From an optimization exercise on the open Yosys and OpenROAD flow, aimed at a short achievable clock period and few clock cycles; shortcuts taken in it are not production practice. Where RTL was checked, it was by simulation tests only, not by an equivalence proof against the original. For run 7, only the layout was checked, not whether the RTL still works. No activity file was given, so power comes from the tool's default toggle rates.

==> flow/design.v <==
module icache_nway_lru #(
   parameter int ADDR_W = 32,
   parameter int WAYS   = 4,
   parameter int SETS   = 4,
   parameter int WPL    = 2,
   parameter int PAGE   = 12
) (
   input  logic                clk,
   input  logic                reset,
   input  logic                proc_req,
   input  logic [ADDR_W-1:0]   address_from_proc,
   input  logic                flush,
   output logic [31:0]         data_to_proc,
   output logic                proc_resp_valid,
   output logic                hit_miss,
   output logic                busy,
   output logic                ram_req,
   output logic [ADDR_W-1:0]   address_to_ram,
   input  logic [32*WPL-1:0]   data_from_ram,
   input  logic                ram_access_done
);
   localparam int WSEL_W = $clog2(WPL);
   localparam int OFF    = WSEL_W + 2;
   localparam int IDX_W  = $clog2(SETS);
   localparam int TAG_W  = ADDR_W - OFF - IDX_W;
   localparam int LO_W   = PAGE - OFF - IDX_W;    
   localparam int HI_W   = TAG_W - LO_W;          
   localparam int NPAIR  = WAYS * (WAYS - 1) / 2;
   localparam int HALF   = WAYS / 2;    
   logic [SETS-1:0][WAYS-1:0]                  valid_q;
   logic [SETS-1:0][WAYS-1:0]                  use_q;    
   logic [SETS-1:0][WAYS-1:0][TAG_W-1:0]       tag_q;
   logic [SETS-1:0][WAYS-1:0][WPL-1:0][31:0]   line_q;
   logic [SETS-1:0][NPAIR-1:0]                 ord_q;
   logic [SETS-1:0][WAYS-1:0]                  vic_q;
   logic [HI_W-1:0]                            page_q;   
   logic [ADDR_W-1:OFF]     addr_q;       
   logic [TAG_W-1:0]        req_tag_q;    
   logic [SETS-1:0]         req_set_q;    
   logic [WSEL_W-1:0]       req_word_q;
   logic [SETS-1:0][WAYS-1:0] hit_line_q;  
   logic                    again_q;      
   logic                    ram_req_q;    
   logic                    resp_a_n_q;   
   logic                    resp_b_n_q;   
   logic                    hit_miss_q;
   logic                    flush_pend_q;  
   logic [31:0]             word_a_n_q;   
   logic [31:0]             word_b_n_q;
   logic refill;    
   logic resp;      
   assign refill = ram_req_q;
   assign resp   = !(resp_a_n_q && resp_b_n_q);
   logic [TAG_W-1:0]          in_tag;
   logic [HI_W-1:0]           in_page;
   logic [LO_W-1:0]           in_lo;
   logic [IDX_W-1:0]          in_idx;
   logic [WSEL_W-1:0]         in_word;
   logic [SETS-1:0]           in_set;
   logic                      first;      
   logic                      flush_now;  
   logic                      page_ok;    
   logic                      look;       
   logic [SETS-1:0][WAYS-1:0] line_hit;
   logic                      hit_a;      
   logic                      hit_b;
   logic [31:0]               word_a;
   logic [31:0]               word_b;
   assign in_tag    = address_from_proc[ADDR_W-1:OFF+IDX_W];
   assign in_page   = in_tag[TAG_W-1:LO_W];
   assign in_lo     = in_tag[LO_W-1:0];
   assign in_idx    = address_from_proc[OFF+IDX_W-1:OFF];
   assign in_word   = address_from_proc[OFF-1:2];
   assign first     = proc_req && !refill && !again_q;
   assign flush_now = (flush || flush_pend_q) && !refill && !again_q;
   assign page_ok   = (in_page == page_q);
   assign look      = (first && !flush_now && page_ok) || again_q;
   always_comb begin
      for (int s = 0; s < SETS; s++)
         in_set[s] = (in_idx == IDX_W'(s));
   end
   always_comb begin
      for (int s = 0; s < SETS; s++)
         for (int w = 0; w < WAYS; w++)
            line_hit[s][w] = in_set[s] && use_q[s][w] &&
                             (tag_q[s][w][LO_W-1:0] == in_lo);
   end
   logic [WAYS-1:0][31:0] cand;
   logic [WAYS-1:0]       way_hit;
   always_comb begin
      for (int w = 0; w < WAYS; w++) begin
         cand[w]    = '0;
         way_hit[w] = 1'b0;
         for (int s = 0; s < SETS; s++) begin
            cand[w]    = cand[w] | ({32{in_set[s]}} & line_q[s][w][in_word]);
            way_hit[w] = way_hit[w] || line_hit[s][w];
         end
      end
      hit_a  = 1'b0;
      hit_b  = 1'b0;
      word_a = '0;
      word_b = '0;
      for (int w = 0; w < WAYS; w++)
         if (w < HALF) begin
            hit_a  = hit_a || way_hit[w];
            word_a = word_a | ({32{way_hit[w]}} & cand[w]);
         end else begin
            hit_b  = hit_b || way_hit[w];
            word_b = word_b | ({32{way_hit[w]}} & cand[w]);
         end
   end
   logic              done;
   logic              upd;        
   logic [WAYS-1:0]   hit_way;    
   logic [WAYS-1:0]   cur_valid;
   logic [NPAIR-1:0]  cur_ord;
   logic [WAYS-1:0]   cur_vic;
   logic [WAYS-1:0]   acc;        
   logic [WAYS-1:0]   nxt_valid;
   logic [NPAIR-1:0]  nxt_ord;
   logic [WAYS-1:0]   lru;
   logic [WAYS-1:0]   nxt_vic;
   assign done = refill && ram_access_done;
   assign upd  = done || (resp && !hit_miss_q);
   always_comb begin
      hit_way = '0;
      for (int s = 0; s < SETS; s++)
         hit_way = hit_way | hit_line_q[s];
   end
   always_comb begin
      cur_valid = '0;
      cur_ord   = '0;
      cur_vic   = '0;
      for (int s = 0; s < SETS; s++)
         if (req_set_q[s]) begin
            cur_valid = cur_valid | valid_q[s];
            cur_ord   = cur_ord   | ord_q[s];
            cur_vic   = cur_vic   | vic_q[s];
         end
   end
   assign acc       = refill ? cur_vic : hit_way;
   assign nxt_valid = cur_valid | acc;
   always_comb begin
      int p;
      nxt_ord = cur_ord;
      p = 0;
      for (int i = 0; i < WAYS; i++)
         for (int j = i + 1; j < WAYS; j++) begin
            if (acc[i])      nxt_ord[p] = 1'b0;
            else if (acc[j]) nxt_ord[p] = 1'b1;
            p++;
         end
   end
   always_comb begin
      int p;
      lru = '1;
      p = 0;
      for (int i = 0; i < WAYS; i++)
         for (int j = i + 1; j < WAYS; j++) begin
            if (nxt_ord[p]) lru[j] = 1'b0;
            else            lru[i] = 1'b0;
            p++;
         end
   end
   always_comb begin
      logic found;
      nxt_vic = '0;
      found   = 1'b0;
      for (int w = 0; w < WAYS; w++)
         if (!nxt_valid[w] && !found) begin
            nxt_vic[w] = 1'b1;
            found      = 1'b1;
         end
      if (!found) nxt_vic = lru;
   end
   logic new_page;    
   assign new_page = first && !page_ok;
   always_ff @(posedge clk) begin
      addr_q     <= address_from_proc[ADDR_W-1:OFF];
      hit_line_q <= line_hit;
      word_a_n_q <= refill ? ~data_from_ram[32*req_word_q +: 32] : ~word_a;
      word_b_n_q <= refill ? '1 : ~word_b;
      if (first) begin
         req_tag_q  <= in_tag;
         req_set_q  <= in_set;
         req_word_q <= in_word;
      end
   end
   always_ff @(posedge clk) begin
      if (!reset) begin
         ram_req_q    <= 1'b0;
         resp_a_n_q   <= 1'b1;
         resp_b_n_q   <= 1'b1;
         again_q      <= 1'b0;
         hit_miss_q   <= 1'b1;
         flush_pend_q <= 1'b0;
         page_q       <= '0;
      end else begin
         resp_a_n_q <= !((look && hit_a) || done);
         resp_b_n_q <= !(look && hit_b);
         hit_miss_q <= refill;
         again_q    <= new_page && !flush_now;
         if (refill) ram_req_q <= !ram_access_done;
         else        ram_req_q <= (first && flush_now) || (look && !(hit_a || hit_b));
         if (refill || again_q) flush_pend_q <= flush_pend_q || flush;
         else                   flush_pend_q <= 1'b0;
         if (new_page) page_q <= in_page;
      end
   end
   logic clear;
   assign clear = !reset || flush_now;
   always_ff @(posedge clk) begin
      for (int s = 0; s < SETS; s++) begin
         if (clear) begin
            valid_q[s] <= '0;
            use_q[s]   <= '0;
            ord_q[s]   <= '0;
            vic_q[s]   <= WAYS'(1);
         end else begin
            if (new_page) begin
               for (int w = 0; w < WAYS; w++)
                  use_q[s][w] <= valid_q[s][w] && (tag_q[s][w][TAG_W-1:LO_W] == in_page);
            end
            if (upd && req_set_q[s]) begin
               valid_q[s] <= nxt_valid;
               ord_q[s]   <= nxt_ord;
               vic_q[s]   <= nxt_vic;
               if (refill) use_q[s] <= use_q[s] | acc;
            end
         end
      end
   end
   always_ff @(posedge clk) begin
      for (int s = 0; s < SETS; s++)
         for (int w = 0; w < WAYS; w++)
            if (reset && done && req_set_q[s] && vic_q[s][w]) begin
               tag_q[s][w]  <= req_tag_q;
               line_q[s][w] <= data_from_ram;
            end
   end
   assign data_to_proc    = ~(word_a_n_q & word_b_n_q);
   assign proc_resp_valid = resp;
   assign hit_miss        = hit_miss_q;
   assign busy            = refill;
   assign ram_req         = refill;
   assign address_to_ram  = {addr_q, OFF'(0)};
endmodule
==> flow/flow/run.sh <==
#!/bin/bash
# Standard layout, with timing repair aiming further below the clock period and
# a few slow multi-input OR/NOR cells kept out of synthesis and repair.
set -euo pipefail
base=$(make -s -C "$FLOW_HOME" DESIGN_CONFIG="$PWD/config.mk" print-DONT_USE_CELLS | sed -n 's/^DONT_USE_CELLS: //p')
extra="sky130_fd_sc_hd__or3_1 sky130_fd_sc_hd__or3_2 sky130_fd_sc_hd__or3_4 sky130_fd_sc_hd__or3b_1 sky130_fd_sc_hd__or3b_2 sky130_fd_sc_hd__or3b_4 sky130_fd_sc_hd__or4_1 sky130_fd_sc_hd__or4_2 sky130_fd_sc_hd__or4_4 sky130_fd_sc_hd__or4b_1 sky130_fd_sc_hd__or4b_2 sky130_fd_sc_hd__or4b_4 sky130_fd_sc_hd__or4bb_1 sky130_fd_sc_hd__or4bb_2 sky130_fd_sc_hd__or4bb_4"
bash standard.sh SETUP_SLACK_MARGIN=6 "DONT_USE_CELLS=$base $extra" "GLOBAL_PLACEMENT_ARGS=-virtual_cts -timing_driven_net_weight_max 5" finish > orfs_make.log 2>&1
==> flow/standard.sh <==
#!/bin/bash
# synth_recipe.tcl (not shown) runs the flow's synth.tcl, then flattens the netlist and writes it again
# the make line also repeats each setting of config.mk as NAME=value (left out here)
make -C /OpenROAD-flow-scripts/flow DESIGN_CONFIG=/design/flow/config.mk WORK_HOME=/design/flow/orfs CLKGATE_MAP_FILE= SYNTH_SCRIPT=/design/flow/synth_recipe.tcl "${@:-finish}"
==> flow/config.mk <==
export PLATFORM = sky130hd
export DESIGN_NAME = icache_nway_lru
export DESIGN_NICKNAME = icache_nway_lru
export VERILOG_FILES = /design/flow/design.v
export SDC_FILE = /design/flow/constraint.sdc
export NUM_CORES = 8
export LEC_CHECK = 0
export ABC_CLOCK_PERIOD_IN_PS = 2000
export CAP_MARGIN = 20
export CORE_MARGIN = 2
export CORE_UTILIZATION = 40
export SETUP_SLACK_MARGIN = 5
export SLEW_MARGIN = 20
==> flow/constraint.sdc <==
create_clock -name core_clock -period 8.5 [get_ports {clk}]
set_input_delay 1.7000 -clock core_clock [delete_from_list [all_inputs] [get_ports {clk}]]
set_output_delay 1.7000 -clock core_clock [all_outputs]
set_load 0.01 [all_outputs]
==> out/metrics.cfg, run 1 <==
[outcome]
status=no timing/DRC/antenna violations

[place]
post-place-ws_ns=3.044
hpwl_um=82470
place_congestion=0.7788
dpl_cell_area_um2=70610
io_buffers=163

[cells_and_area]
area_delta_synth_final_pct=26.62
final_cell_mix=edfxtp_1, mux4_2, xnor2_1
fin_nets=4082
mostFrequentLayoutCell=edfxtp_1
drive_gt1_share_pct=34.82
fillers=12870
utilization_pct=51.03
stdcell_area_um2=83060

[detailed_routing]
wl_per_cell_um=30.40
vias=35520
wirelength_um=191900
viasPerCell=5.630
drt_iter0_drc=4632
route.detailed.drc=0
drt_pass1_iterations=6
ant_nets=0

[yosys]
ys_seq_area_share_pct=74.43
yosysUniqueCellTypes=57
synthArstFlopShare_pct=0
syn_inst=3481
synth_warnings=1
syn_avg_cell_area_um2=18.85
synth_edf_count=1488
ys.flop_type=edfxtp_1
ys_ff_latch=1695
syn-cell-area_um2=65600

[clocking]
clk_latency_ns=0.82
cts_tree=yes
clock-root-buffer=clkbuf_16
numCtsBuffers=173
clockBufferDepth=3
clk_pin_slew_ns=0.06
htree_num_levels=4
cts.sinks=1695

[critical_path]
crit_path_cell_trace=nand2_4 -> buf_6
required_ns=6.80
end_kind=output port
setup.worst_path.class=reg2out
start_kind=flip-flop
cp_max_fo=1
cp.arrival_ns=1.40
slowest_stage=dfxtp_2
cp_top_family=flip-flops
critPathBufInv=1
cp_slowest_stage_delay_ns=0.34

[sta]
worst_slew_pin_slew_ns=1.187
max_clock_freq_ghz=0.3226
rsz0062_at_grt=yes
fin_crit_ns=3.100
finalCritPeriodShare_pct=36.47
final-setup-viol-count=0
hold_violations=0
drv_slew=0
layout_setup_ws_ns=5.400
fin_tns_setup_ns=0
maxSlewHeadroom_pct=20.85
fin_skew_ns=0.05054

[die]
start_util_pct=40.30
fp.dieW_um=409.0
fp-row-count=148
dieHeight_um=409.0
io_pins=169
core_area_um2=162800
die_area_um2=167300

[global_routing]
grt_pass1_wl_um=266700
grt_usage_pct=22.52
overflow=0
grt_pass1_vias=34840
antenna_found_initial=25
grt_max_degree=65

[worst_hold_path]
min_path_type=reg2reg

[power]
leakagePower_uw=0.02755
vdd_ir_drop_max_mv=0.2435
p_per_area_nw_per_um2=221.8

[flow_run]
max-cap-violations=0

power by group:
group / internal, uW / switching (uW)
logic: 648 / 805
clock network: 4460 / 3210
registers: 9180 / 119
final timing paths:
path / end / from / cells past startpoint / slack, ns
setup / recovery: data_to_proc[23] / word_b_n_q[23] / 2 / 5.40
hold / removal: ord_q[11] / ord_q[11] / 2 / 0.47
setup reg to reg: vic_q[3] / req_set_q[3] / 7 / 6.02
hold reg to reg: ord_q[11] / ord_q[11] / 2 / 0.47
timing repair:
action / in CTS / in global routing
pin swaps: 157 / 69
hold buffers: 0 / 0
resized for setup: 1034 / 119
setup endpoints to repair: 1724 / 439
setup buffers: 168 / 27
gates cloned: 75 / 8
metrics by stage:
step | instances | total power, uW | hold slack [ns]
after floorplan | 3483 | 10080 | 0.4366
after global placement | 5703 | 10500 | 0.4395
after detailed placement | 5703 | 10510 | 0.4484
after CTS | 6270 | 18470 | 0.4619
after global routing | 6308 | 18920 | 0.4860
final | 6310 | 18430 | 0.4700
registers in the layout, indices dropped and copies added (netlist names), 4 cells and up:
register    cells
addr_q         29
word_b_n_q     32
req_set_q       4
req_tag_q      27
use_q          16
page_q         20
word_a_n_q     32
hit_line_q     16
ord_q          24
valid_q        16
line_q       1024
tag_q         432
vic_q          16
synthesized netlist by cell type, types with 15 or more instances:
library cell	n	area share, %
o21ai_1	33	0.25
a21oi_1	40	0.31
dfxtp_1	207	6.3
a311oi_1	16	0.21
nor4_1	54	0.51
mux4_2	256	8.8
nand2b_1	35	0.33
clkbuf_1	75	0.43
xnor2_1	262	3.5
nor4_2	15	0.29
edfxtp_1	1488	68
nor2_1	19	0.11
nor2b_1	20	0.19
a22oi_1	21	0.24
nand4_1	69	0.66
buf_1	21	0.12
buf_4	21	0.24
a211oi_1	25	0.29
nand2_1	141	0.81
buf_6	22	0.38
o22ai_1	64	0.61
buf_2	62	0.47
nand3_1	43	0.33
xor2_1	190	2.5
mux2i_1	180	2.7
and3_1	17	0.16
final cells by class:
class,count,area [um2],share of cell area (%)
timing repair buffer,494,6937,8.351
antenna,5,12.51,0.01506
tap,2175,2721,3.276
clock buffer,251,4918,5.921
clock inverter,73,824.5,0.9926
multi-input combinational,1617,18720,22.54
sequential,1695,48930,58.91
routing by layer:
| layer | track usage [%] | wire length (um) | part of all wire [%] |
|---|---|---|---|
| met1 | 31.46 | 79140 | 41 |
| met2 | 36.19 | 92170 | 48 |
| met3 | 4.603 | 16320 | 8.5 |
| met4 | 5.548 | 4064 | 2.1 |
| met5 | 0 | 161 | 0.084 |
cells by family after synthesis:
| logic type | count (synthesis) | share of synthesized area (%) |
|---|---|---|
| AOI/OAI and AO/OA | 253 | 2.579 |
| xor gates and xnor gates | 452 | 6.035 |
| buffers and inverters | 201 | 1.640 |
| DFF | 1695 | 74.43 |
| muxes | 436 | 11.54 |
| other | 1 | 0.005716 |
| and+or+nand+nor | 443 | 3.775 |
worst min-delay path: stages (launching register included):
cell and delay, ns:
dfxtp_1 0.31, nand2_1 0.05, a21oi_1 0.06
Testbench counts, summed over its fixed seeds: cycles 44,685.
==> run 2: changes to the inputs <==
==> flow/flow/run.sh (replaced) <==
#!/bin/bash
# Standard layout, with timing repair aiming further below the clock period and
# a few slow multi-input OR/NOR cells kept out of synthesis and repair.
set -euo pipefail
base=$(make -s -C "$FLOW_HOME" DESIGN_CONFIG="$PWD/config.mk" print-DONT_USE_CELLS | sed -n 's/^DONT_USE_CELLS: //p')
extra="sky130_fd_sc_hd__or3_1 sky130_fd_sc_hd__or3_2 sky130_fd_sc_hd__or3_4 sky130_fd_sc_hd__or3b_1 sky130_fd_sc_hd__or3b_2 sky130_fd_sc_hd__or3b_4 sky130_fd_sc_hd__or4_1 sky130_fd_sc_hd__or4_2 sky130_fd_sc_hd__or4_4 sky130_fd_sc_hd__or4b_1 sky130_fd_sc_hd__or4b_2 sky130_fd_sc_hd__or4b_4 sky130_fd_sc_hd__or4bb_1 sky130_fd_sc_hd__or4bb_2 sky130_fd_sc_hd__or4bb_4"
bash standard.sh SETUP_SLACK_MARGIN=6 "DONT_USE_CELLS=$base $extra" "GLOBAL_PLACEMENT_ARGS=-timing_driven_net_weight_max 5 -timing_driven_nets_percentage 20" finish > orfs_make.log 2>&1
==> run 2 against run 1 <==
- hold slack got worse by 0.00075 ns
- first-iteration DRC count fell by 6.1%
- synthesized cell count stayed put
- sequential power about the same
- sequential share of layout area up 0.37 points
- critical path depth stayed put
- worst setup slack worse by 0.011 ns
- critical path type unchanged
- fmax is 0.35% lower
- core utilization shrank 0.33 points
==> out/metrics.cfg, run 2 <==
[outcome]
status=no timing/DRC/antenna violations

[detailed_routing]
route.detailed.drc=0  ; unchanged
wirelength_um=196100  ; +2.2%
viasPerCell=5.662  ; +0.57%
drt_iter0_drc=4349  ; -6.1%
drt_pass1_iterations=6  ; unchanged
wl_met3_um=17590  ; +7.8%
ant_nets=0  ; unchanged
wl_per_cell_um=31.16  ; +2.5%
vias=35630  ; +0.31%
top_layer_used=met5
met2_length_um=94310  ; +2.3%
wl_met1_um=78580  ; -0.70%

[clocking]
clock-root-buffer=clkbuf_16
numCtsBuffers=175  ; +1.2%
clk_latency_ns=0.84  ; +0.02 ns
clockBufferDepth=3  ; unchanged
hold_buffers=0  ; unchanged
htree_num_levels=4  ; unchanged
clk_pin_slew_ns=0.06  ; about the same
cts_tree=yes
cts.sinks=1695  ; unchanged

[yosys]
syn-cell-area_um2=65600  ; unchanged
ys_ff_latch=1695  ; unchanged
yosys-top-cells-area=edfxtp_1, mux4_2, dfxtp_1
synth_edf_count=1488  ; unchanged
yosysTopAreaCellShare_pct=68.11  ; unchanged
ys_seq_area_share_pct=74.43  ; unchanged
synth_most_common_cell=edfxtp_1
syn_avg_cell_area_um2=18.85  ; unchanged
ys.flop_type=edfxtp_1
yosysUniqueCellTypes=57  ; unchanged
syn_inst=3481  ; unchanged
synthTopCellsByCount=edfxtp_1, xnor2_1, mux4_2
synth_warnings=1  ; unchanged
synthArstFlopShare_pct=0  ; unchanged
synth_largest_area_cell=edfxtp_1

[die]
io_pins=169  ; unchanged
start_util_pct=40.30  ; unchanged
core_area_um2=162800  ; unchanged
fp.dieW_um=409.0  ; unchanged
die_area_um2=167300  ; unchanged
fp-row-count=148  ; unchanged
dieHeight_um=409.0  ; unchanged

[critical_path]
slowest_stage=dfxtp_2
cp_max_fo=1  ; unchanged
setup.worst_path.class=reg2out
cp_top_family=flip-flops
cp_slowest_stage_delay_ns=0.34  ; about the same
required_ns=6.80  ; about the same
critPathBufInv=1  ; unchanged
cp.arrival_ns=1.41  ; about the same
start_kind=flip-flop
crit_path_cell_trace=nand2_4 -> buf_6
end_kind=output port

[sta]
finalCritPeriodShare_pct=36.60  ; +0.13 points
drv_slew=0  ; unchanged
fin_skew_ns=0.03247  ; -0.01806 ns
fin_crit_ns=3.111  ; +0.01077 ns
maxSlewHeadroom_pct=18.74  ; -2.1 points
hold_ws_ns=0.4693  ; -0.0007510 ns
worst_slew_pin_slew_ns=1.219  ; +0.03154 ns
hold_violations=0  ; unchanged
max_clock_freq_ghz=0.3214  ; -0.35%
rsz0062_at_grt=yes
final-setup-viol-count=0  ; unchanged
fin_tns_setup_ns=0  ; unchanged

[cells_and_area]
area_delta_synth_final_pct=25.80
regMostFlops=line_q
mostFrequentLayoutCell=edfxtp_1
drive_gt1_share_pct=33.55  ; -1.3 points
largest_reg_flops=1024  ; unchanged
reg_top3=line_q (1024), tag_q (432)
final_cell_mix=edfxtp_1, mux4_2, xnor2_1
fin_cells=6294  ; -0.25%
fin_nets=4063  ; -0.47%
stdcell_area_um2=82520  ; -0.65%

[place]
hpwl_um=80770  ; -2.1%
dpl_cell_area_um2=70500  ; -0.15%
place_congestion=0.7997  ; +2.7%
io_buffers=163  ; unchanged
place_inst=5687  ; -0.28%

[power]
leakagePower_uw=0.02727  ; -1.0%
vdd_ir_drop_max_mv=0.2390  ; -1.8%
clkPwrFrac_pct=41.3  ; -0.3 points
power.total_uw=18250  ; -0.99%
sw_frac_of_total_pct=22.72  ; +0.27 points
seqPwrFrac_pct=51.1  ; +0.6 points
p_per_area_nw_per_um2=221.1  ; -0.34%
p_comb_share_pct=7.6  ; -0.3 points
p_switching_uw=4146  ; +0.19%
p_int_uw=14100  ; -1.3%

[global_routing]
grt_pass1_wl_um=271700  ; +1.9%
grt_usage_pct=23.11  ; +0.59 points
antenna_found_initial=21  ; -16%
overflow=0  ; unchanged
grt_pass1_vias=34960  ; +0.34%
grt_max_degree=65  ; unchanged

[flow_run]
max-cap-violations=0  ; unchanged

[worst_hold_path]
min_path_type=reg2reg

run 2: cell counts after synthesis:
No cell type changed its count.
run 2: power by group through the flow:
stage	logic [uW]	registers (uW)	clock network, uW
2_1_floorplan	672	9410	0
3_3_place_gp	1010	9480	0
3_5_place_dp	1020	9480	0
4_1_cts	1340	9320	7650
5_1_grt	1460	9320	7970
6_report	1390	9320	7530
run 2: metrics by stage:
| step | util [%] | worst slack, ns |
|---|---|---|
| 5_1_grt | 50.69 | 5.335 |
| 2_1_floorplan | - | 5.000 |
| 3_5_place_dp | 43.31 | 2.953 |
| 6_report | 50.70 | 5.389 |
| 3_3_place_gp | 43.31 | 3.025 |
| 4_1_cts | 50.18 | 5.344 |
run 2: final cells by class:
cell class | instances | area, um2
fill | 12890 | 80250
sequential | 1695 | 48910
multi-input combinational | 1636 | 18700
timing repair buffer | 454 | 6569
clock buffer | 234 | 4742
tap | 2175 | 2721
clock inverter | 94 | 864.6
antenna | 6 | 15.01
run 2: metal layers:
metal,up-vias,global-route usage [%]
met5,-,0
met4,20,6.432
met3,305,5.323
met2,1553,37.13
met1,18890,31.58
li1,14870,-
run 2: worst min-delay path, cell delays in order (launching register included):
cell	delay, ns
dfxtp_1	0.31
nand2_1	0.05
a21oi_1	0.06
run 2: worst paths after layout:
check	from	to	slack [ns]	cells after the start
worst min-delay path	ord_q[10]	ord_q[10]	0.47	2
worst max-delay path	word_b_n_q[23]	data_to_proc[23]	5.39	2
worst min register to register	ord_q[10]	ord_q[10]	0.47	2
worst max register to register	req_set_q[0]	vic_q[15]	5.99	7
run 2: cell families (layout without fill, tap and decap cells):
family / count (synthesis) / count (layout) / share of synthesized area, %
AND/OR/NAND/NOR: 443 / 491 / 3.775
multiplexers: 436 / 436 / 11.54
AO/OA/AOI/OAI: 253 / 254 / 2.579
other: 1 / 9 / 0.005716
buffers and inverters: 201 / 782 / 1.640
XOR/XNOR: 452 / 452 / 6.035
flip-flops: 1695 / 1695 / 74.43
run 2: timing repair:
item,CTS,global route
setup buffers,142,23
cloned,99,9
endpoints found under the setup margin,1688,588
pin swaps,125,43
gates resized for setup,1022,88
endpoints found under the hold margin,0,0
==> run 3: changes to the inputs <==
==> flow/flow/run.sh (replaced) <==
#!/bin/bash
# Standard layout, with timing repair aiming further below the clock period and
# a few slow multi-input OR/NOR cells kept out of synthesis and repair.
set -euo pipefail
base=$(make -s -C "$FLOW_HOME" DESIGN_CONFIG="$PWD/config.mk" print-DONT_USE_CELLS | sed -n 's/^DONT_USE_CELLS: //p')
extra="sky130_fd_sc_hd__or3_1 sky130_fd_sc_hd__or3_2 sky130_fd_sc_hd__or3_4 sky130_fd_sc_hd__or3b_1 sky130_fd_sc_hd__or3b_2 sky130_fd_sc_hd__or3b_4 sky130_fd_sc_hd__or4_1 sky130_fd_sc_hd__or4_2 sky130_fd_sc_hd__or4_4 sky130_fd_sc_hd__or4b_1 sky130_fd_sc_hd__or4b_2 sky130_fd_sc_hd__or4b_4 sky130_fd_sc_hd__or4bb_1 sky130_fd_sc_hd__or4bb_2 sky130_fd_sc_hd__or4bb_4"
bash standard.sh SETUP_SLACK_MARGIN=5.7 "DONT_USE_CELLS=$base $extra"  finish > orfs_make.log 2>&1
==> run 3 against run 2 <==
- power about the same
- clock skew decreased by 0.0038 ns
- cell area is 2.3% lower
- combinational power is 6% lower
- via count shrank 1.2%
- largest cell class unchanged
- highest routed layer unchanged
==> out/metrics.cfg, run 3 <==
[critical_path]
crit_path_cell_trace=nand2_4 -> buf_6
cp_max_fo=1  ; unchanged
r2r_start=req_set_q[3]
reg2reg_to=vic_q[13]
reg2reg_setup_slack_ns=5.77  ; -0.22 ns
required_ns=6.80  ; about the same
worst_r2r_path_depth=7  ; unchanged
cp_top_family=flip-flops
slowest_stage=dfxtp_2
cp.arrival_ns=1.38  ; -0.03 ns
start_kind=flip-flop
critPathBufInv=1  ; unchanged
cp_slowest_stage_delay_ns=0.34  ; about the same
end_kind=output port
setup.worst_path.class=reg2out

[detailed_routing]
drt_iter0_drc=4237  ; -2.6%
route.detailed.drc=0  ; unchanged
drt_pass1_iterations=6  ; unchanged
wl_per_cell_um=30.35  ; -2.6%
viasPerCell=5.643  ; -0.33%
vias=35220  ; -1.2%
wirelength_um=189400  ; -3.4%
ant_nets=0  ; unchanged

[clocking]
hold_buffers=0  ; unchanged
htree_num_levels=4  ; unchanged
clk_latency_ns=0.81  ; -0.03 ns
cts.sinks=1695  ; unchanged
clock-root-buffer=clkbuf_16
numCtsBuffers=173  ; -1.1%
clockBufferDepth=3  ; unchanged
clk_pin_slew_ns=0.07  ; about the same
cts_tree=yes

[sta]
finalCritPeriodShare_pct=36.23  ; -0.37 points
fin_tns_setup_ns=0  ; unchanged
hold_violations=0  ; unchanged
rsz0062_at_grt=yes
fin_skew_ns=0.02863  ; -0.003840 ns
worst_slew_pin_slew_ns=1.179  ; -0.04026 ns
drv_slew=0  ; unchanged
final-setup-viol-count=0  ; unchanged
maxSlewHeadroom_pct=21.43  ; +2.7 points
fin_crit_ns=3.079  ; -0.03160 ns
max_clock_freq_ghz=0.3247  ; +1.0%

[yosys]
syn_inst=3481  ; unchanged
ys_seq_area_share_pct=74.43  ; unchanged
synth_edf_count=1488  ; unchanged
yosysTopAreaCellShare_pct=68.11  ; unchanged
ys_ff_latch=1695  ; unchanged
syn-cell-area_um2=65600  ; unchanged
synth_largest_area_cell=edfxtp_1
syn_avg_cell_area_um2=18.85  ; unchanged
yosysUniqueCellTypes=57  ; unchanged
synth_warnings=1  ; unchanged
ys.flop_type=edfxtp_1
synthTopCellsByCount=edfxtp_1, xnor2_1, mux4_2
synthArstFlopShare_pct=0  ; unchanged
yosys-top-cells-area=edfxtp_1, mux4_2, dfxtp_1
synth_most_common_cell=edfxtp_1

[cells_and_area]
drive_gt1_share_pct=29.21  ; -4.3 points
stdcell_area_um2=80640  ; -2.3%
mostFrequentLayoutCell=edfxtp_1
reg_top3=line_q (1024), tag_q (432)
regMostFlops=line_q
area_delta_synth_final_pct=22.92
fin_nets=4014  ; -1.2%
fillers=13140  ; +1.9%
largest_reg_flops=1024  ; unchanged
final_cell_mix=edfxtp_1, mux4_2, xnor2_1

[die]
fp.dieW_um=409.0  ; unchanged
core_area_um2=162800  ; unchanged
fp-row-count=148  ; unchanged
io_pins=169  ; unchanged
die_area_um2=167300  ; unchanged
start_util_pct=40.30  ; unchanged
dieHeight_um=409.0  ; unchanged

[power]
p_per_area_nw_per_um2=226.3  ; +2.3%
vdd_ir_drop_max_mv=0.2180  ; -8.8%
leakagePower_uw=0.02655  ; -2.6%

[global_routing]
antenna_found_initial=17  ; -19%
grt_pass1_wl_um=261000  ; -3.9%
grt_max_degree=92  ; +42%
overflow=0  ; unchanged
grt_usage_pct=21.97  ; -1.1 points
grt_pass1_vias=34620  ; -0.97%

[worst_hold_path]
hold_depth=2  ; unchanged
min_path_type=reg2reg
holdPathEnd=ord_q[15]
hold_start=ord_q[15]

[place]
dpl_cell_area_um2=69840  ; -0.94%
hpwl_um=82570  ; +2.2%
io_buffers=163  ; unchanged
place_congestion=0.7830  ; -2.1%

[flow_run]
max-cap-violations=0  ; unchanged

[outcome]
status=no timing/DRC/antenna violations

-- run 3: cell counts after synthesis --
No cell type changed its count.
-- run 3: metal layers --
metal | global-route usage (%) | wire length [um] | up-vias
li1 | - | - | 14710
met1 | 30.28 | 77590 | 18710
met2 | 35.19 | 91090 | 1495
met3 | 4.868 | 15600 | 289
met4 | 5.993 | 5072 | 14
met5 | 0 | 84 | -
-- run 3: through the flow --
stage          hold slack (ns)  std cells  power (uW)  setup WS, ns  util [%]
4_1_cts                 0.4554       6185       18310         5.352     48.76
6_report                0.4571       6241       18250         5.421     49.54
2_1_floorplan           0.4360       3483       10030         5.000         -
3_3_place_gp            0.4415       5692       10470         2.956     42.91
5_1_grt                 0.4688       6235       18760         5.368     49.53
3_5_place_dp            0.4439       5692       10470         2.880     42.91
-- run 3: repair_timing --
| item | in CTS | in global routing |
|---|---|---|
| resized for setup | 822 | 155 |
| cloned | 70 | 11 |
| setup endpoints to repair | 1694 | 286 |
| setup buffers | 101 | 39 |
| pin swaps | 79 | 65 |
-- run 3: how the worst max path moves through the flow --
stage	start	endpoint	slack [ns]	cells past startpoint
final	word_b_n_q[14]	data_to_proc[14]	5.42	2
after global routing	word_a_n_q[1]	data_to_proc[1]	5.37	2
after CTS	ram_req_q	ram_req	5.35	1
after detailed placement	reset	line_q[197]	2.88	4
after global placement	reset	line_q[732]	2.96	4
after floorplan	proc_req	page_q[16]	5.00	6
-- run 3: worst reg2reg max path, cell delays in order (launching register included) --
cell and delay, ns:
edfxtp_1 0.39, buf_4 0.30, a22oi_1 0.28, nand2_1 0.23
a21oi_1 0.49, and2_1 0.34, nand4_1 0.33, a31oi_1 0.29
-- run 3: logic make-up after synthesis --
| logic type | share of synthesized area, % |
|---|---|
| other | 0.005716 |
| buffers and inverters | 1.640 |
| AOI/OAI and AO/OA | 2.579 |
| xor gates and xnor gates | 6.035 |
| muxes | 11.54 |
| DFF | 74.43 |
| and+or+nand+nor | 3.775 |
-- run 3: cell type report --
class	count	area, um2	share of cell area, %
Antenna cell	6	15.01	0.01862
Clock inverter	73	768.2	0.9527
Timing Repair Buffer	417	5756	7.138
Sequential cell	1695	48910	60.66
Clock buffer	249	4923	6.106
Tap cell	2175	2721	3.375
Multi-Input combinational cell	1626	17540	21.75
-- run 3: where the power goes --
group / switching, uW / leakage (uW) / internal (uW)
Combinational: 737 / 0.00870 / 575
Sequential: 133 / 0.0151 / 9180
Clock: 3220 / 0.00278 / 4400
Total: 4090 / 0.0266 / 14200
==> run 4: changes to the inputs <==
==> flow/flow/run.sh (replaced) <==
#!/bin/bash
# Standard layout, with timing repair aiming further below the clock period and
# a few slow multi-input OR/NOR cells kept out of synthesis and repair.
set -euo pipefail
base=$(make -s -C "$FLOW_HOME" DESIGN_CONFIG="$PWD/config.mk" print-DONT_USE_CELLS | sed -n 's/^DONT_USE_CELLS: //p')
extra="sky130_fd_sc_hd__or3_1 sky130_fd_sc_hd__or3_2 sky130_fd_sc_hd__or3_4 sky130_fd_sc_hd__or3b_1 sky130_fd_sc_hd__or3b_2 sky130_fd_sc_hd__or3b_4 sky130_fd_sc_hd__or4_1 sky130_fd_sc_hd__or4_2 sky130_fd_sc_hd__or4_4 sky130_fd_sc_hd__or4b_1 sky130_fd_sc_hd__or4b_2 sky130_fd_sc_hd__or4b_4 sky130_fd_sc_hd__or4bb_1 sky130_fd_sc_hd__or4bb_2 sky130_fd_sc_hd__or4bb_4"
bash standard.sh SETUP_SLACK_MARGIN=5.7 "DONT_USE_CELLS=$base $extra" SKIP_LAST_GASP=0 MATCH_CELL_FOOTPRINT=0 finish > orfs_make.log 2>&1
==> run 4 against run 3 <==
- still clean
- count of clock-buffer cells in the layout decreased by 6
- non-clock buffer count grew 42
- cell count increased by 0.93%
- critical endpoint is now data_to_proc[3]
- largest cell class unchanged
==> out/metrics.cfg, run 4 <==
[detailed_routing]
route.detailed.drc=0  ; unchanged
ant_nets=0  ; unchanged
viasPerCell=5.674  ; +0.54%
wl_per_cell_um=31.02  ; +2.2%
drt_pass1_iterations=6  ; unchanged
vias=35740  ; +1.5%
drt_iter0_drc=4002  ; -5.5%
wirelength_um=195400  ; +3.2%

[clocking]
hold_buffers=0  ; unchanged
clockBufferDepth=3  ; unchanged
cts.sinks=1695  ; unchanged
htree_num_levels=4  ; unchanged
clk_pin_slew_ns=0.06  ; about the same
cts_tree=yes
numCtsBuffers=175  ; +1.2%
clk_latency_ns=0.84  ; +0.03 ns
clock-root-buffer=clkbuf_16

[sta]
fin_tns_setup_ns=0  ; unchanged
rsz0062_at_grt=yes
final-setup-viol-count=0  ; unchanged
finalCritPeriodShare_pct=36.54  ; +0.31 points
layout_setup_ws_ns=5.394  ; -0.02641 ns
drv_slew=0  ; unchanged
hold_violations=0  ; unchanged
worst_slew_pin_slew_ns=1.153  ; -0.02557 ns
max_clock_freq_ghz=0.3220  ; -0.85%
maxSlewHeadroom_pct=23.13  ; +1.7 points
fin_crit_ns=3.106  ; +0.02641 ns
fin_skew_ns=0.05369  ; +0.02506 ns

[yosys]
syn_inst=3481  ; unchanged
synth_largest_area_cell=edfxtp_1
ys_seq_area_share_pct=74.43  ; unchanged
ys_ff_latch=1695  ; unchanged
ys.flop_type=edfxtp_1
synthTopCellsByCount=edfxtp_1, xnor2_1, mux4_2
syn_avg_cell_area_um2=18.85  ; unchanged
syn-cell-area_um2=65600  ; unchanged
synth_warnings=1  ; unchanged
yosys-top-cells-area=edfxtp_1, mux4_2, dfxtp_1
synthArstFlopShare_pct=0  ; unchanged
synth_edf_count=1488  ; unchanged
synth_most_common_cell=edfxtp_1
yosysTopAreaCellShare_pct=68.11  ; unchanged
yosysUniqueCellTypes=57  ; unchanged

[critical_path]
setup.worst_path.class=reg2out
r2r_start=ram_req_q
reg2reg_setup_slack_ns=5.73  ; -0.04 ns
slowest_stage=dfxtp_2
critPathLaunch=word_b_n_q[3]
crit_path_cell_trace=nand2_4 -> buf_6
start_kind=flip-flop
reg2reg_to=vic_q[4]
end_kind=output port
cp_max_fo=1  ; unchanged
worst_r2r_path_depth=7  ; unchanged
cp_slowest_stage_delay_ns=0.34  ; about the same
cp.arrival_ns=1.41  ; +0.03 ns
critPathCapture=data_to_proc[3]
required_ns=6.80  ; about the same

[cells_and_area]
fin_nets=4059  ; +1.1%
final_cell_mix=edfxtp_1, mux4_2, xnor2_1
area_delta_synth_final_pct=23.64
reg_top3=line_q (1024), tag_q (432)
fin_cells=6299  ; +0.93%
largest_reg_flops=1024  ; unchanged
fillers=13130  ; -0.069%
drive_gt1_share_pct=30.89  ; +1.7 points
utilization_pct=49.83  ; +0.29 points
regMostFlops=line_q
mostFrequentLayoutCell=edfxtp_1

[place]
place_inst=5690  ; -0.035%
io_buffers=163  ; unchanged
hpwl_um=81830  ; -0.90%
post-place-ws_ns=3.445  ; +0.5644 ns
place_congestion=0.7753  ; -0.98%

[die]
io_pins=169  ; unchanged
die_area_um2=167300  ; unchanged
start_util_pct=40.30  ; unchanged
dieHeight_um=409.0  ; unchanged
core_area_um2=162800  ; unchanged
fp-row-count=148  ; unchanged
fp.dieW_um=409.0  ; unchanged

[power]
vdd_ir_drop_max_mv=0.2113  ; -3.1%
p_per_area_nw_per_um2=225.7  ; -0.26%
power.total_uw=18300  ; +0.32%
leakagePower_uw=0.02671  ; +0.57%

[global_routing]
grt_max_degree=73  ; -21%
grt_usage_pct=22.95  ; +0.98 points
antenna_found_initial=28  ; +11
overflow=0  ; unchanged
grt_pass1_wl_um=271100  ; +3.8%
grt_pass1_vias=35080  ; +1.3%

[flow_run]
max-cap-violations=0  ; unchanged

[worst_hold_path]
min_path_type=reg2reg

[outcome]
status=no timing/DRC/antenna violations

==> run 4: how the worst min path moves through the flow <==
stage / cells after the start / start / slack [ns] / to
floorplan: 2 / ord_q[13] / 0.44 / ord_q[13]
global placement: 2 / ord_q[12] / 0.44 / ord_q[12]
detailed placement: 2 / ord_q[1] / 0.45 / ord_q[1]
CTS: 2 / ord_q[1] / 0.45 / ord_q[1]
global route: 2 / ord_q[2] / 0.48 / ord_q[2]
finish: 2 / ord_q[1] / 0.46 / ord_q[1]
==> run 4: layout make-up <==
cell class              count  area [um2]  share of cell area (%)
multi-input cells        1627       17790                   21.93
well taps                2175        2721                   3.355
repair buffers            459        5882                   7.252
clock buffers             243        4946                   6.098
clock inverters            87       824.5                   1.017
flip-flops and latches   1695       48920                   60.31
diodes                     13       32.53                 0.04011
==> run 4: what timing repair did <==
item	in CTS	in global routing
gates resized for setup	776	163
cloned	88	8
setup buffers	116	54
pin swaps	92	53
setup endpoints to repair	1646	177
==> run 4: per-layer routing <==
| metal | GRT usage (%) | wire length [um] |
|---|---|---|
| met5 | 0 | 184 |
| met1 | 30.82 | 78950 |
| met4 | 6.839 | 6119 |
| met3 | 5.045 | 15200 |
| met2 | 37.43 | 94950 |
==> run 4: critical path, delay by kind of cell (launching register included) <==
| kind | cells | cell delay, ns |
|---|---|---|
| AND/OR/NAND/NOR | 1 | 0.09 |
| flip-flops | 1 | 0.34 |
| buffers and inverters | 1 | 0.14 |
==> run 4: power by group <==
part           switching [uW]  internal (uW)
clock network            3320           4370
logic                     741            552
registers                 142           9180
total                    4200          14100
==> run 4: cell families (layout without fill, tap and decap cells) <==
| family | Yosys count | after routing | synth area share (%) |
|---|---|---|---|
| buffers and inverters | 201 | 789 | 1.640 |
| xor gates and xnor gates | 452 | 452 | 6.035 |
| DFF | 1695 | 1695 | 74.43 |
| other | 1 | 16 | 0.005716 |
| and+or+nand+nor | 443 | 483 | 3.775 |
| AOI/OAI and AO/OA | 253 | 253 | 2.579 |
| muxes | 436 | 436 | 11.54 |
==> run 4: stage by stage <==
| step | area, um2 | hold WS, ns |
|---|---|---|
| after floorplan | 66380 | 0.4360 |
| after global placement | 69840 | 0.4415 |
| after detailed placement | 69870 | 0.4462 |
| after CTS | 79740 | 0.4541 |
| after global routing | 81080 | 0.4816 |
| final | 81110 | 0.4575 |
==> run 5: changes to the inputs <==
==> flow/flow/run.sh (replaced) <==
#!/bin/bash
# Standard layout, with timing repair aiming further below the clock period and
# a few slow multi-input OR/NOR cells kept out of synthesis and repair.
set -euo pipefail
base=$(make -s -C "$FLOW_HOME" DESIGN_CONFIG="$PWD/config.mk" print-DONT_USE_CELLS | sed -n 's/^DONT_USE_CELLS: //p')
extra="sky130_fd_sc_hd__or3_1 sky130_fd_sc_hd__or3_2 sky130_fd_sc_hd__or3_4 sky130_fd_sc_hd__or3b_1 sky130_fd_sc_hd__or3b_2 sky130_fd_sc_hd__or3b_4 sky130_fd_sc_hd__or4_1 sky130_fd_sc_hd__or4_2 sky130_fd_sc_hd__or4_4 sky130_fd_sc_hd__or4b_1 sky130_fd_sc_hd__or4b_2 sky130_fd_sc_hd__or4b_4 sky130_fd_sc_hd__or4bb_1 sky130_fd_sc_hd__or4bb_2 sky130_fd_sc_hd__or4bb_4"
bash standard.sh SETUP_SLACK_MARGIN=5.7 "DONT_USE_CELLS=$base $extra" SETUP_MOVE_SEQUENCE=unbuffer,sizeup,clone,split,buffer,swap finish > orfs_make.log 2>&1
==> run 5 against run 4 <==
- worst setup slack better by 0.024 ns
- register-to-register slack worse by 0.07 ns
- sequential cell count stayed put
- sequential power hardly changed
- sequential share of layout area is 0.85 points higher
- via count is 0.17% lower
- die area stayed put
- cell count is 1.5% lower
==> out/metrics.cfg, run 5 <==
[die]
core_area_um2=162800  ; unchanged
fp-row-count=148  ; unchanged
die_area_um2=167300  ; unchanged
io_pins=169  ; unchanged
start_util_pct=40.30  ; unchanged
fp.dieW_um=409.0  ; unchanged
dieHeight_um=409.0  ; unchanged

[cells_and_area]
fillers=13210  ; +0.58%
largest_reg_flops=1024  ; unchanged
reg_top3=line_q (1024), tag_q (432)
regMostFlops=line_q
area_delta_synth_final_pct=21.91
final_cell_mix=edfxtp_1, xnor2_1, mux4_2
stdcell_area_um2=79970  ; -1.4%
fin_nets=3970  ; -2.2%
mostFrequentLayoutCell=edfxtp_1
fin_cells=6203  ; -1.5%
drive_gt1_share_pct=27.96  ; -2.9 points

[critical_path]
crit_path_cell_trace=nand2_4 -> buf_6
cp_slowest_stage_delay_ns=0.35  ; about the same
cp_max_fo=1  ; unchanged
r2r_start=req_set_q[1]
reg2reg_setup_slack_ns=5.66  ; -0.07 ns
worst_r2r_path_depth=6  ; -1
required_ns=6.80  ; about the same
critPathCapture=data_to_proc[1]
cp.arrival_ns=1.38  ; -0.03 ns
end_kind=output port
setup.worst_path.class=reg2out
start_kind=flip-flop
reg2reg_to=vic_q[13]
critPathLaunch=word_a_n_q[1]
slowest_stage=dfxtp_2

[yosys]
synth_edf_count=1488  ; unchanged
ys_ff_latch=1695  ; unchanged
ys.flop_type=edfxtp_1
yosysUniqueCellTypes=57  ; unchanged
synthArstFlopShare_pct=0  ; unchanged
synth_most_common_cell=edfxtp_1
syn_inst=3481  ; unchanged
synth_largest_area_cell=edfxtp_1
syn_avg_cell_area_um2=18.85  ; unchanged
synthTopCellsByCount=edfxtp_1, xnor2_1, mux4_2
synth_warnings=1  ; unchanged
yosysTopAreaCellShare_pct=68.11  ; unchanged
syn-cell-area_um2=65600  ; unchanged
yosys-top-cells-area=edfxtp_1, mux4_2, dfxtp_1
ys_seq_area_share_pct=74.43  ; unchanged

[sta]
rsz0062_at_grt=yes
final-setup-viol-count=0  ; unchanged
max_clock_freq_ghz=0.3245  ; +0.78%
worst_slew_pin_slew_ns=1.201  ; +0.04771 ns
fin_crit_ns=3.082  ; -0.02391 ns
hold_violations=0  ; unchanged
finalCritPeriodShare_pct=36.26  ; -0.28 points
fin_tns_setup_ns=0  ; unchanged
fin_skew_ns=0.02807  ; -0.02562 ns
drv_slew=0  ; unchanged
layout_setup_ws_ns=5.418  ; +0.02391 ns
maxSlewHeadroom_pct=19.95  ; -3.2 points

[detailed_routing]
ant_nets=0  ; unchanged
drt_pass1_iterations=7  ; +1
viasPerCell=5.752  ; +1.4%
vias=35680  ; -0.17%
wirelength_um=196100  ; +0.38%
route.detailed.drc=0  ; unchanged
drt_iter0_drc=4286  ; +7.1%
wl_per_cell_um=31.62  ; +1.9%

[global_routing]
grt_max_degree=65  ; -11%
antenna_found_initial=26  ; -7.1%
grt_pass1_vias=34810  ; -0.77%
grt_usage_pct=22.93  ; about the same
grt_pass1_wl_um=270900  ; about the same
overflow=0  ; unchanged

[clocking]
clk_latency_ns=0.81  ; -0.03 ns
cts_tree=yes
numCtsBuffers=173  ; -1.1%
clk_pin_slew_ns=0.06  ; about the same
htree_num_levels=4  ; unchanged
clockBufferDepth=3  ; unchanged
clock-root-buffer=clkbuf_16
hold_buffers=0  ; unchanged
cts.sinks=1695  ; unchanged

[power]
p_per_area_nw_per_um2=228.0  ; +1.0%
leakagePower_uw=0.02625  ; -1.7%
vdd_ir_drop_max_mv=0.2140  ; +1.3%

[place]
post-place-ws_ns=2.880  ; -0.5644 ns
place_congestion=0.7830  ; +0.99%
place_inst=5692  ; +0.035%
hpwl_um=82570  ; +0.91%
dpl_cell_area_um2=69840  ; about the same
io_buffers=163  ; unchanged

[worst_hold_path]
min_path_type=reg2reg

[flow_run]
max-cap-violations=0  ; unchanged

[outcome]
status=no timing/DRC/antenna violations

-- run 5: cell count changes in the layout (fill, tap and decap cells not counted), moves of 14 or more --
cell | before | now
buf_4 | 134 | 60
bufbuf_16 | 0 | 33
clkbuf_16 | 221 | 189
buf_12 | 73 | 46
xnor2_1 | 237 | 258
o22ai_1 | 0 | 19
and3_2 | 19 | 37
o22ai_4 | 19 | 2
xnor2_2 | 21 | 4
buf_6 | 80 | 64
buf_16 | 14 | 28
-- run 5: logic make-up (layout without fill, tap and decap cells) --
family	after synthesis	count (layout)	synth area share (%)
flip-flops	1695	1695	74.43
multiplexers	436	436	11.54
XOR/XNOR	452	452	6.035
other	1	15	0.005716
buffers and inverters	201	670	1.640
AND/OR/NAND/NOR	443	503	3.775
AO/OA/AOI/OAI	253	257	2.579
-- run 5: worst max-delay path: cells and delay by family, from the launching register on --
kind | cells | cell delay [ns]
buffers and inverters | 1 | 0.13
and+or+nand+nor | 1 | 0.09
DFF | 1 | 0.35
-- run 5: report_power, final --
part,internal [uW],total (uW),switching (uW)
combinational,546,1290,742
sequential,9180,9320,140
clock,4400,7620,3220
total,14100,18200,4100
-- run 5: through the flow --
step	total power, uW	utilization (%)	hold slack [ns]
6_report	18230	49.13	0.4543
5_1_grt	18740	49.12	0.4670
4_1_cts	18290	48.54	0.4554
3_5_place_dp	10470	42.91	0.4439
3_3_place_gp	10470	42.91	0.4415
2_1_floorplan	10030	-	0.4360
-- run 5: routing by layer --
metal / track usage (%) / up-vias / share of wire [%]
met1: 31.60 / 18970 / 41
met2: 36.53 / 1701 / 48
met3: 5.311 / 304 / 8.9
met5: 0 / - / 0.060
li1: - / 14690 / -
met4: 6.279 / 20 / 2.7
-- run 5: cell type report --
type                            count  area (um2)  share of cell area (%)
Sequential cell                  1695       48910                   61.16
Clock buffer                      249        4923                   6.156
Antenna cell                       12       30.03                 0.03755
Timing Repair Buffer              348        5132                   6.418
Multi-Input combinational cell   1651       17480                   21.86
Tap cell                         2175        2721                   3.403
Clock inverter                     73       768.2                  0.9606
-- run 5: worst min path at each step --
stage                       start         end  slack, ns  cells past startpoint
floorplan               ord_q[13]   ord_q[13]       0.44                      2
CTS                     ord_q[15]   ord_q[15]       0.46                      2
global placement         ord_q[4]    ord_q[4]       0.44                      2
finish              req_tag_q[20]  tag_q[425]       0.45                      0
detailed placement  req_tag_q[20]  tag_q[425]       0.44                      0
global route        req_tag_q[20]  tag_q[425]       0.47                      0
-- run 5: timing repair --
action,CTS,global route
buffers inserted,33,24
pin swaps,62,41
gates cloned,104,16
gates resized for setup,816,118
endpoints found under the setup margin,1694,282
endpoints found under the hold margin,0,0
==> run 6: changes to the inputs <==
==> flow/flow/run.sh (replaced) <==
#!/bin/bash
# Standard layout, with timing repair aiming further below the clock period and
# a few slow multi-input OR/NOR cells kept out of synthesis and repair.
set -euo pipefail
base=$(make -s -C "$FLOW_HOME" DESIGN_CONFIG="$PWD/config.mk" print-DONT_USE_CELLS | sed -n 's/^DONT_USE_CELLS: //p')
extra="sky130_fd_sc_hd__or3_1 sky130_fd_sc_hd__or3_2 sky130_fd_sc_hd__or3_4 sky130_fd_sc_hd__or3b_1 sky130_fd_sc_hd__or3b_2 sky130_fd_sc_hd__or3b_4 sky130_fd_sc_hd__or4_1 sky130_fd_sc_hd__or4_2 sky130_fd_sc_hd__or4_4 sky130_fd_sc_hd__or4b_1 sky130_fd_sc_hd__or4b_2 sky130_fd_sc_hd__or4b_4 sky130_fd_sc_hd__or4bb_1 sky130_fd_sc_hd__or4bb_2 sky130_fd_sc_hd__or4bb_4"
bash standard.sh SETUP_SLACK_MARGIN=6 "DONT_USE_CELLS=$base $extra" "GLOBAL_PLACEMENT_ARGS=-timing_driven_net_weight_max 10 -timing_driven_nets_percentage 30" finish > orfs_make.log 2>&1
--- a/flow/config.mk
+++ b/flow/config.mk
@@ -9,5 +9,6 @@
 export CAP_MARGIN = 20
 export CORE_MARGIN = 2
 export CORE_UTILIZATION = 40
+export GPL_ROUTABILITY_DRIVEN = 0
 export SETUP_SLACK_MARGIN = 5
 export SLEW_MARGIN = 20
==> run 6 against run 5 <==
- register-to-register slack better by 0.33 ns
- hold slack better by 0.016 ns
- critical path depth unchanged
- still clean on timing, DRC and antenna
- count of clock-buffer cells in the layout unchanged
- worst setup slack worse by 0.012 ns
- combinational power up 11%
- clock power down 1%
- synthesized cell count unchanged
- via count up 1.4%
- sequential share of layout area down 2.1 points
==> out/metrics.cfg, run 6 <==
[yosys]
synthTopCellsByCount=edfxtp_1, xnor2_1, mux4_2
ys.flop_type=edfxtp_1
yosys-top-cells-area=edfxtp_1, mux4_2, dfxtp_1
yosysUniqueCellTypes=57  ; unchanged
syn_inst=3481  ; unchanged
synth_warnings=1  ; unchanged
synth_edf_count=1488  ; unchanged
synthArstFlopShare_pct=0  ; unchanged
synth_largest_area_cell=edfxtp_1
syn-cell-area_um2=65600  ; unchanged
yosysTopAreaCellShare_pct=68.11  ; unchanged
syn_avg_cell_area_um2=18.85  ; unchanged
ys_seq_area_share_pct=74.43  ; unchanged
synth_most_common_cell=edfxtp_1
ys_ff_latch=1695  ; unchanged

[power]
p_per_area_nw_per_um2=220.5  ; -3.3%
vdd_ir_drop_max_mv=0.2153  ; +0.63%
leakagePower_uw=0.02758  ; +5.1%

[detailed_routing]
drt_pass1_iterations=6  ; -1
viasPerCell=5.709  ; -0.75%
ant_nets=0  ; unchanged
drt_iter0_drc=4673  ; +9.0%
wl_per_cell_um=31.51  ; -0.36%
route.detailed.drc=0  ; unchanged
wirelength_um=199800  ; +1.8%
vias=36200  ; +1.4%

[critical_path]
crit_path_cell_trace=nand2_4 -> buf_6
cp_max_fo=1  ; unchanged
slowest_stage=dfxtp_2
required_ns=6.80  ; about the same
end_kind=output port
setup.worst_path.class=reg2out
start_kind=flip-flop
cp.arrival_ns=1.39  ; about the same
cp_slowest_stage_delay_ns=0.36  ; about the same

[worst_hold_path]
min_path_type=reg2reg

[place]
io_buffers=163  ; unchanged
hpwl_um=82440  ; -0.17%

[cells_and_area]
utilization_pct=50.94  ; +1.8 points
area_delta_synth_final_pct=26.39
fillers=12850  ; -2.7%
reg_top3=line_q (1024), tag_q (432)
drive_gt1_share_pct=34.17  ; +6.2 points
multi_input_area_um2=18410  ; +5.3%
largest_reg_flops=1024  ; unchanged
seqCellArea_um2=48940  ; about the same
mostFrequentLayoutCell=edfxtp_1
fin_nets=4114  ; +3.6%
final_cell_mix=edfxtp_1, mux4_2, xnor2_1
regMostFlops=line_q

[sta]
drv_slew=0  ; unchanged
hold_violations=0  ; unchanged
worst_slew_pin_slew_ns=1.162  ; -0.03887 ns
fin_tns_setup_ns=0  ; unchanged
rsz0062_at_grt=yes
fin_skew_ns=0.03720  ; +0.009133 ns
fin_crit_ns=3.094  ; +0.01206 ns
max_clock_freq_ghz=0.3232  ; -0.39%
hold_ws_ns=0.4705  ; +0.01617 ns
maxSlewHeadroom_pct=22.54  ; +2.6 points
final-setup-viol-count=0  ; unchanged
finalCritPeriodShare_pct=36.40  ; +0.14 points

[global_routing]
grt_pass1_wl_um=274400  ; +1.3%
grt_max_degree=69  ; +6.2%
antenna_found_initial=12  ; -54%
overflow=0  ; unchanged
grt_usage_pct=23.33  ; +0.40 points
grt_pass1_vias=35410  ; +1.7%

[flow_run]
max-cap-violations=0  ; unchanged

[die]
core_area_um2=162800  ; unchanged
start_util_pct=40.30  ; unchanged
fp-row-count=148  ; unchanged
dieHeight_um=409.0  ; unchanged
fp.dieW_um=409.0  ; unchanged
die_area_um2=167300  ; unchanged
io_pins=169  ; unchanged

[clocking]
clk_pin_slew_ns=0.06  ; about the same
cts_tree=yes
hold_buffers=0  ; unchanged
cts.sinks=1695  ; unchanged
numCtsBuffers=173  ; unchanged
clock-root-buffer=clkbuf_16
clk_latency_ns=0.82  ; about the same
htree_num_levels=4  ; unchanged
clockBufferDepth=3  ; unchanged

[outcome]
status=no timing/DRC/antenna violations

==> run 6: what timing repair did <==
item,in CTS,in global routing
pin swaps,124,48
resized for setup,961,132
endpoints found under the setup margin,1691,816
setup buffers,168,48
cloned,97,12
==> run 6: cells by family after synthesis <==
kind of cell    count (synthesis)  synth area share, %
buf+inv                       201                1.640
mux                           436                11.54
compound gates                253                2.579
other cells                     1             0.005716
simple gates                  443                3.775
xor+xnor                      452                6.035
flops                        1695                74.43
==> run 6: layout make-up <==
class,count,area share (%)
Antenna cell,4,0.01207
Tap cell,2175,3.282
Multi-Input combinational cell,1635,22.20
Timing Repair Buffer,508,8.707
Clock inverter,74,0.7681
Sequential cell,1695,59.03
Clock buffer,249,5.996
==> run 6: critical path: cells and delay by family, from the launching register on <==
kind / cells / cell delay, ns
flops: 1 / 0.36
buf+inv: 1 / 0.14
simple gates: 1 / 0.11
==> run 6: report_power, final <==
| part | switching (uW) | internal, uW |
|---|---|---|
| Clock | 3240 | 4270 |
| Sequential | 157 | 9180 |
| Combinational | 784 | 648 |
| Total | 4180 | 14100 |
==> run 6: per-layer routing <==
metal / track usage [%] / wire (um)
met5: 0 / 71
met4: 6.846 / 5843
met3: 5.115 / 18190
met2: 37.43 / 95540
met1: 31.94 / 80100
==> run 6: metrics by stage <==
step	setup WS, ns	cells	area, um2	total power, uW
2_1_floorplan	5.000	3483	67310	10080
3_3_place_gp	3.082	5688	70510	10510
3_5_place_dp	3.045	5688	70510	10520
4_1_cts	5.346	6276	81600	18300
5_1_grt	5.355	6336	82900	18770
6_report	5.406	6340	82910	18280
==> run 6: final timing paths <==
path	slack (ns)	depth (start not counted)	end	start
max	5.41	2	data_to_proc[25]	word_b_n_q[25]
min reg2reg	0.47	2	ord_q[2]	ord_q[2]
max reg2reg	5.99	6	vic_q[11]	vic_q[2]
min	0.47	2	ord_q[2]	ord_q[2]
==> run 7: changes to the inputs <==
--- a/flow/design.v
+++ b/flow/design.v
@@ -46,7 +46,8 @@
    logic                    hit_miss_q;
    logic                    flush_pend_q;  
    logic [31:0]             word_a_n_q;   
-   logic [31:0]             word_b_n_q;
+   logic [31:0]             word_b_n_q;   
+   logic [31:0]             word_r_n_q;   
    logic refill;    
    logic resp;      
    assign refill = ram_req_q;
@@ -178,8 +179,9 @@
    always_ff @(posedge clk) begin
       addr_q     <= address_from_proc[ADDR_W-1:OFF];
       hit_line_q <= line_hit;
-      word_a_n_q <= refill ? ~data_from_ram[32*req_word_q +: 32] : ~word_a;
-      word_b_n_q <= refill ? '1 : ~word_b;
+      word_a_n_q <= ~word_a;
+      word_b_n_q <= ~word_b;
+      word_r_n_q <= ~({32{refill}} & data_from_ram[32*req_word_q +: 32]);
       if (first) begin
          req_tag_q  <= in_tag;
          req_set_q  <= in_set;
@@ -238,7 +240,7 @@
                line_q[s][w] <= data_from_ram;
             end
    end
-   assign data_to_proc    = ~(word_a_n_q & word_b_n_q);
+   assign data_to_proc    = ~(word_a_n_q & word_b_n_q & word_r_n_q);
    assign proc_resp_valid = resp;
    assign hit_miss        = hit_miss_q;
    assign busy            = refill;
==> flow/flow/run.sh (replaced) <==
#!/bin/bash
# Standard layout, with timing repair aiming further below the clock period and
# a few slow multi-input OR/NOR cells kept out of synthesis and repair.
set -euo pipefail
base=$(make -s -C "$FLOW_HOME" DESIGN_CONFIG="$PWD/config.mk" print-DONT_USE_CELLS | sed -n 's/^DONT_USE_CELLS: //p')
extra="sky130_fd_sc_hd__or3_1 sky130_fd_sc_hd__or3_2 sky130_fd_sc_hd__or3_4 sky130_fd_sc_hd__or3b_1 sky130_fd_sc_hd__or3b_2 sky130_fd_sc_hd__or3b_4 sky130_fd_sc_hd__or4_1 sky130_fd_sc_hd__or4_2 sky130_fd_sc_hd__or4_4 sky130_fd_sc_hd__or4b_1 sky130_fd_sc_hd__or4b_2 sky130_fd_sc_hd__or4b_4 sky130_fd_sc_hd__or4bb_1 sky130_fd_sc_hd__or4bb_2 sky130_fd_sc_hd__or4bb_4"
bash standard.sh SETUP_SLACK_MARGIN=6 "DONT_USE_CELLS=$base $extra"  finish > orfs_make.log 2>&1
--- a/flow/config.mk
+++ b/flow/config.mk
@@ -9,6 +9,5 @@
 export CAP_MARGIN = 20
 export CORE_MARGIN = 2
 export CORE_UTILIZATION = 40
-export GPL_ROUTABILITY_DRIVEN = 0
 export SETUP_SLACK_MARGIN = 5
 export SLEW_MARGIN = 20
==> run 7 against run 6 <==
- still clean
- wire length rose by 1.1%
- power rose by 2.0%
- hold slack got worse by 0.0091 ns
- core utilization barely moved
- combinational power fell by 3%
- largest cell class unchanged
==> out/metrics.cfg, run 7 <==
[clocking]
clk_latency_ns=0.84  ; +0.02 ns
clk_pin_slew_ns=0.06  ; about the same
clockBufferDepth=3  ; unchanged
htree_num_levels=4  ; unchanged
numCtsBuffers=179  ; +3.5%
cts.sinks=1727  ; +1.9%
clock-root-buffer=clkbuf_16
cts_tree=yes

[place]
hpwl_um=82410  ; about the same
io_buffers=163  ; unchanged
place_congestion=0.7804
dpl_cell_area_um2=70730  ; +0.32%

[yosys]
yosys-top-cells-area=edfxtp_1, mux4_2, dfxtp_1
ys_ff_latch=1727  ; +1.9%
syn-cell-area_um2=65980  ; +0.57%
synth_most_common_cell=edfxtp_1
yosysUniqueCellTypes=59  ; +3.5%
syn_avg_cell_area_um2=19.17  ; +1.7%
synthTopCellsByCount=edfxtp_1, xnor2_1, mux4_2
synth_warnings=1  ; unchanged
ys.flop_type=edfxtp_1
synthArstFlopShare_pct=0  ; unchanged
synth_largest_area_cell=edfxtp_1
yosysTopAreaCellShare_pct=67.72  ; -0.39 points
ys_seq_area_share_pct=74.98  ; +0.55 points
syn_inst=3441  ; -1.1%
synth_edf_count=1488  ; unchanged

[die]
dieHeight_um=410.1  ; +0.28%
die_area_um2=168200  ; +0.57%
fp-row-count=149  ; +0.68%
fp.dieW_um=410.1  ; +0.28%
core_area_um2=164400  ; +1.0%
io_pins=169  ; unchanged
start_util_pct=40.12  ; -0.18 points

[global_routing]
overflow=0  ; unchanged
grt_pass1_wl_um=278900  ; +1.6%
antenna_found_initial=22  ; +10
grt_usage_pct=23.66  ; +0.33 points
grt_max_degree=64  ; -7.2%
grt_pass1_vias=35630  ; +0.61%

[cells_and_area]
area_delta_synth_final_pct=26.87
fin_nets=4091  ; -0.56%
drive_gt1_share_pct=34.68  ; +0.50 points
reg_top3=line_q (1024), tag_q (432)
regMostFlops=line_q
largest_reg_flops=1024  ; unchanged
stdcell_area_um2=83700  ; +0.95%
mostFrequentLayoutCell=edfxtp_1
utilization_pct=50.90  ; about the same
final_cell_mix=edfxtp_1, mux4_2, xnor2_1

[sta]
finalCritPeriodShare_pct=37.40  ; +1.0 points
rsz0062_at_grt=yes
fin_tns_setup_ns=0  ; unchanged
final-setup-viol-count=0  ; unchanged
drv_slew=0  ; unchanged
worst_slew_pin_slew_ns=1.170  ; +0.008016 ns
fin_skew_ns=0.04919  ; +0.01199 ns
maxSlewHeadroom_pct=22.01  ; -0.53 points
max_clock_freq_ghz=0.3146  ; -2.7%
hold_violations=0  ; unchanged
fin_crit_ns=3.179  ; +0.08493 ns

[flow_run]
max-cap-violations=0  ; unchanged

[detailed_routing]
drt_pass1_iterations=5  ; -1
wirelength_um=201900  ; +1.1%
drt_iter0_drc=4489  ; -3.9%
viasPerCell=5.685  ; -0.43%
route.detailed.drc=0  ; unchanged
ant_nets=0  ; unchanged
wl_per_cell_um=31.88  ; +1.2%
vias=36000  ; -0.56%

[outcome]
status=no timing/DRC/antenna violations

[critical_path]
reg2reg_setup_slack_ns=5.99  ; about the same
start_kind=flip-flop
cp.arrival_ns=1.48  ; +0.09 ns
r2r_start=vic_q[9]
setup.worst_path.class=reg2out
required_ns=6.80  ; about the same
reg2reg_to=vic_q[3]
cp_max_fo=1  ; unchanged
end_kind=output port
worst_r2r_path_depth=7  ; +1

[worst_hold_path]
holdPathEnd=ord_q[5]
min_path_type=reg2reg
hold_start=ord_q[5]
hold_depth=2  ; unchanged

[power]
leakagePower_uw=0.02797  ; +1.4%
vdd_ir_drop_max_mv=0.2477  ; +15%
p_per_area_nw_per_um2=222.8  ; +1.1%

run 7: cell count changes after synthesis, sizes merged, moves of 35 or more:
cell,delta
o22a,+65
o22ai,-64
nand2,-38
nand2b,-35
nand3,+35
run 7: area by class of cell:
| type | count | area [um2] |
|---|---|---|
| diodes | 2 | 5.005 |
| clock inverters | 75 | 869.6 |
| fillers | 13070 | 80730 |
| flip-flops and latches | 1727 | 49600 |
| multi-input cells | 1571 | 18180 |
| repair buffers | 509 | 7258 |
| inverters | 2 | 7.507 |
| clock buffers | 257 | 5041 |
| well taps | 2189 | 2739 |
run 7: cells by family after synthesis:
| kind of cell | count (synthesis) | share of synthesized area (%) |
|---|---|---|
| AO/OA/AOI/OAI | 218 | 2.492 |
| buffers and inverters | 193 | 1.492 |
| multiplexers | 436 | 11.53 |
| flip-flops | 1727 | 74.98 |
| other | 1 | 0.005684 |
| XOR/XNOR | 452 | 6.000 |
| AND/OR/NAND/NOR | 414 | 3.503 |
run 7: layer usage:
| metal | global-route usage (%) | part of all wire (%) | vias up |
|---|---|---|---|
| li1 | - | - | 14870 |
| met3 | 5.054 | 8.5 | 371 |
| met2 | 38.40 | 48 | 1670 |
| met1 | 31.93 | 40 | 19060 |
| met5 | 0 | 0.11 | - |
| met4 | 7.448 | 3.2 | 30 |
run 7: power by group:
| part | leakage (uW) | total, uW | internal, uW | switching [uW] |
|---|---|---|---|---|
| logic | 0.00979 | 1380 | 618 | 757 |
| clock network | 0.00286 | 7820 | 4470 | 3350 |
| registers | 0.0153 | 9460 | 9320 | 140 |
run 7: worst max path at each step:
stage | endpoint | depth (start not counted) | startpoint | slack (ns)
after global routing | data_to_proc[21] | 2 | word_r_n_q[21] | 5.29
after floorplan | page_q[12] | 6 | proc_req | 5.00
final | data_to_proc[0] | 2 | word_r_n_q[0] | 5.32
after CTS | data_to_proc[21] | 2 | word_r_n_q[21] | 5.26
after global placement | line_q[30] | 5 | reset | 3.47
after detailed placement | line_q[62] | 4 | ram_access_done | 3.44
run 7: through the flow:
stage / cells / hold slack [ns] / total power, uW / worst slack (ns)
3_3_place_gp: 5667 / 0.4424 / 10580 / 3.467
2_1_floorplan: 3443 / 0.4351 / 10190 / 5.004
4_1_cts: 6286 / 0.4556 / 18690 / 5.264
6_report: 6332 / 0.4613 / 18650 / 5.321
3_5_place_dp: 5667 / 0.4470 / 10600 / 3.438
5_1_grt: 6331 / 0.4843 / 19160 / 5.287
run 7: worst max-delay path: stages (launching register included):
cell and delay, ns:
dfxtp_2 0.34, nand3_4 0.14, buf_6 0.16
run 7: what timing repair did:
| action | in CTS | in global routing |
|---|---|---|
| buffers inserted | 179 | 38 |
| hold buffers | 0 | 0 |
| resized for setup | 977 | 148 |
| gates cloned | 108 | 6 |
| pin swaps | 169 | 85 |
| setup endpoints to repair | 1709 | 418 |

-- re-timing with driven ports --
The flow's constraints put no driver on any port. The routed layouts listed below were extracted and timed again, unchanged, in two steps. Step 1 sets driving cells, clkbuf_16 on the clock port and buf_2 on the other inputs (assumed; they add their load-dependent delay and slew). Step 2 times the ports against the registers' clock, not the clock port: input delays grow and output delays shrink by t, the midpoint of the rising clock arrivals with the driver on. a / b / c = no drivers / after step 1 / after step 2; a / b = the first two.
run | shift t [ns] | slack for setup (ns)
run 1 | 0.873 | 5.400 / 5.323 / 4.462
run 2 | 0.896 | 5.389 / 5.313 / 4.538
run 3 | 0.873 | 5.421 / 5.347 / 4.592
run 4 | 0.893 | 5.394 / 5.311 / 4.593
run 5 | 0.879 | 5.418 / 5.343 / 4.618
run 6 | 0.888 | 5.406 / 5.319 / 4.531
run 7 | 0.901 | 5.321 / 5.231 / 4.608
After both steps every run listed still meets setup and hold.
